This design comes from an exercise in tuning for small area on the open sky130 flow, not from production work.
Only simulation tests tie the RTL to the original design; equivalence was not proved.
No activity file was given, so power comes from the tool's default toggle rates. The clock port is modelled as an ideal driver; clocking choices that lean on that would not hold on a real chip.

Setup of run 1:
## ecdh_operand_loader
module ecdh_operand_loader #(
  parameter int BW = 192,
  parameter int W = 32,
  parameter logic [BW-1:0] PRIME =
    192'hFFFFFFFFFFFFFFFFFFFFFFFFFFFFFFFEFFFFFFFFFFFFFFFF,
  parameter int TIMEOUT = 1 << 20
) (
  input  logic          clk,
  input  logic          rst,
  input  logic          in_valid,
  output logic          in_ready,
  input  logic [W-1:0]  in_data,
  input  logic          flush,
  output logic [BW-1:0] k,
  output logic [BW-1:0] Px,
  output logic [BW-1:0] Py,
  output logic          start,
  input  logic          mul_valid,
  output logic          busy,
  output logic          done,
  output logic          err,
  output logic [1:0]    err_code
);
export LEC_CHECK = 0
export CAP_MARGIN = 20
export CORE_MARGIN = 2
export CORE_UTILIZATION = 60
export SLEW_MARGIN = 20
create_clock -name core_clock -period 5.0 [get_ports {clk}]
standard.sh (not shown) runs the stock make flow with config.mk's settings and CLKGATE_MAP_FILE= SYNTH_SCRIPT=/design/flow/synth_recipe.tcl, a recipe that flattens the netlist after the stock synthesis.
==> flow/flow/run.sh <==
#!/bin/bash
# The standard layout (standard synthesis unchanged), with two changes:
#  - port buffers are the smallest buffer (buf_1) instead of the default pick
#  - CTS without dummy loads, with one clock buffer size and sized sink clusters
# The tools' full output goes to standard.log (and ORFS's own logs under orfs/logs).
bash standard.sh \
  'BUFFER_PORTS_ARGS=-buffer_cell sky130_fd_sc_hd__buf_1' \
  'CTS_ARGS=-sink_clustering_enable -repair_clock_nets -dont_use_dummy_load -sink_clustering_size 20 -sink_clustering_max_diameter 40 -buf_list sky130_fd_sc_hd__clkbuf_8' \
  finish > standard.log 2>&1
Run 1 went all the way through the flow, and no timing, DRC or antenna check failed.
The following lists how run 2 was set up differently from run 1:
-- flow/flow/run.sh --
<<< run 1, line 8
  'CTS_ARGS=-sink_clustering_enable -repair_clock_nets -dont_use_dummy_load -sink_clustering_size 20 -sink_clustering_max_diameter 40 -buf_list sky130_fd_sc_hd__clkbuf_8' \
>>> run 2, line 8
  'CTS_ARGS=-sink_clustering_enable -repair_clock_nets -dont_use_dummy_load -sink_clustering_size 16 -sink_clustering_max_diameter 50 -buf_list sky130_fd_sc_hd__clkbuf_8' \
### Flow results
- In run 2 the clock latency on the worst-skew pair turned out 0.03 ns lower than in run 1.
- Last element of the critical path: sr_q[193] -> run 1, sr_q[104] -> run 2
- Looking at cell area power density across run 2 and run 1, the one that comes out lower is run 2.
- Against run 1, total power in run 2 came out better.
- Run 2 vs. run 1: final cell count went down by about 0.34%.
- Run 2 vs. run 1: measured slew at the worst slew-check pin rose 0.033 ns, worst hold slack fell by 0.014 ns, detailed-router iteration count before antenna repair fell 1.
- Looking only at final worst-path setup slack, and setting everything else aside, the lower value of run 2 and run 1 goes to run 1.
- The final reports for run 2 and run 1 show sequential share of cell area higher in the former.
- On power share of the combinational group, run 2 tracks run 1 almost exactly.
- The total wirelength of the detailed-routed design on run 1 is in line with that on run 2.
For run 3, these inputs were changed with respect to run 2:
-- flow/flow/run.sh --
<<< run 2, line 8
  'CTS_ARGS=-sink_clustering_enable -repair_clock_nets -dont_use_dummy_load -sink_clustering_size 16 -sink_clustering_max_diameter 50 -buf_list sky130_fd_sc_hd__clkbuf_8' \
>>> run 3, line 8
  'CTS_ARGS=-sink_clustering_enable -repair_clock_nets -dont_use_dummy_load -sink_clustering_size 36 -sink_clustering_max_diameter 120 -buf_list sky130_fd_sc_hd__clkbuf_16' \
Results
Run 3 completed end to end with timing, DRC and antenna clean. [compare] base=run 2 new=run 3: fraction of power spent switching nets fell 0.26 points, achievable clock frequency went up about 0.47%. Taking run 2 as the reference point, the count of placed standard cells in the final layout, fillers left out of run 3 falls by about 1.5%.
Inputs modified between run 3 and run 4:
Settings: ABC_AREA: unset -> 1.
-- flow/flow/run.sh --
<<< run 3, line 8
  'CTS_ARGS=-sink_clustering_enable -repair_clock_nets -dont_use_dummy_load -sink_clustering_size 36 -sink_clustering_max_diameter 120 -buf_list sky130_fd_sc_hd__clkbuf_16' \
>>> run 4, line 8
  'CTS_ARGS=-sink_clustering_enable -repair_clock_nets -dont_use_dummy_load -sink_clustering_size 16 -sink_clustering_max_diameter 50 -buf_list sky130_fd_sc_hd__clkbuf_8' \
Results
In the metrics for run 3 and run 4, the one carrying the higher worst setup slack is run 4.
Against run 3, power after layout in run 4 rose by a few percent.
| internal power summed over all cells | lower: run 3 |
Comparing run 3 with run 4, the area taken by flip-flops and latches came out essentially unchanged.
On switching share of power: run 4 sits above run 3.
Diff run 4..run 3 | deepest clock path buffer count | unchanged
Sort run 3 and run 4 by final-layout worst hold slack asc -> top: run 4
The following lists how run 5 was set up differently from run 4:
Settings: ABC_AREA no longer set, was 1.
-- flow/flow/run.sh --
<<< run 4, line 8
  'CTS_ARGS=-sink_clustering_enable -repair_clock_nets -dont_use_dummy_load -sink_clustering_size 16 -sink_clustering_max_diameter 50 -buf_list sky130_fd_sc_hd__clkbuf_8' \
>>> run 5, line 8
  'CTS_ARGS=-sink_clustering_enable -repair_clock_nets -dont_use_dummy_load -sink_clustering_size 32 -sink_clustering_max_diameter 60 -buf_list sky130_fd_sc_hd__clkbuf_16' \
==> results.txt <==
Part of the total power dissipated in the clock network (lower): run 4. Re count of clock buffers in the final design: run 4 and run 5 aren't equal, and the higher value belongs to run 4. When run 5 is set beside run 4, its synthesized area turns out to be about 0.5% smaller. Summary — total internal power, run 5 relative to run 4: higher, by about 3.5%. Fraction of layout cells with a size suffix above 1, run 4 and run 5: lower on run 5. Compared with run 4, power in run 5 increased slightly. Run 4 was routed with more vias than run 5. Per the comparison of run 5 with run 4, worst hold slack held steady, total grt overflow held steady.

static timing again, ports no longer ideal:
No port has a modelled driver above. Below, the same layouts with a new extraction and two added sets of constraints. Step 1 assumes that a clkbuf_16 drives the clock port and a buf_2 every other input. Step 2 adds t to the input delays and takes it off the output delays; t is the mean of the earliest and latest rising clock arrival at the registers after step 1. Input paths then give back, and output paths get back, about the clock's delay inside the block. Slacks: ideal ports / drivers / drivers and shift; pairs: ideal ports / drivers.
run	t (ns)	slack for setup (ns)	worst setup path after step 2	worst data-port slew with drivers (ns)
run 1	0.617	2.153 / 2.153 / 1.549	input to register	0.07
run 2	0.603	2.164 / 2.164 / 1.582	input to register	0.07
run 3	0.594	2.177 / 2.188 / 1.594	input to register	0.07
run 4	0.612	2.282 / 2.234 / 2.021	input to register	0.08
run 5	0.561	2.129 / 2.140 / 1.578	input to register	0.07
After both steps setup and hold are still met in every run listed. For run 1, which loses most, drivers alone change the setup slack by 0.000 ns; drivers and shift together by -0.604 ns.
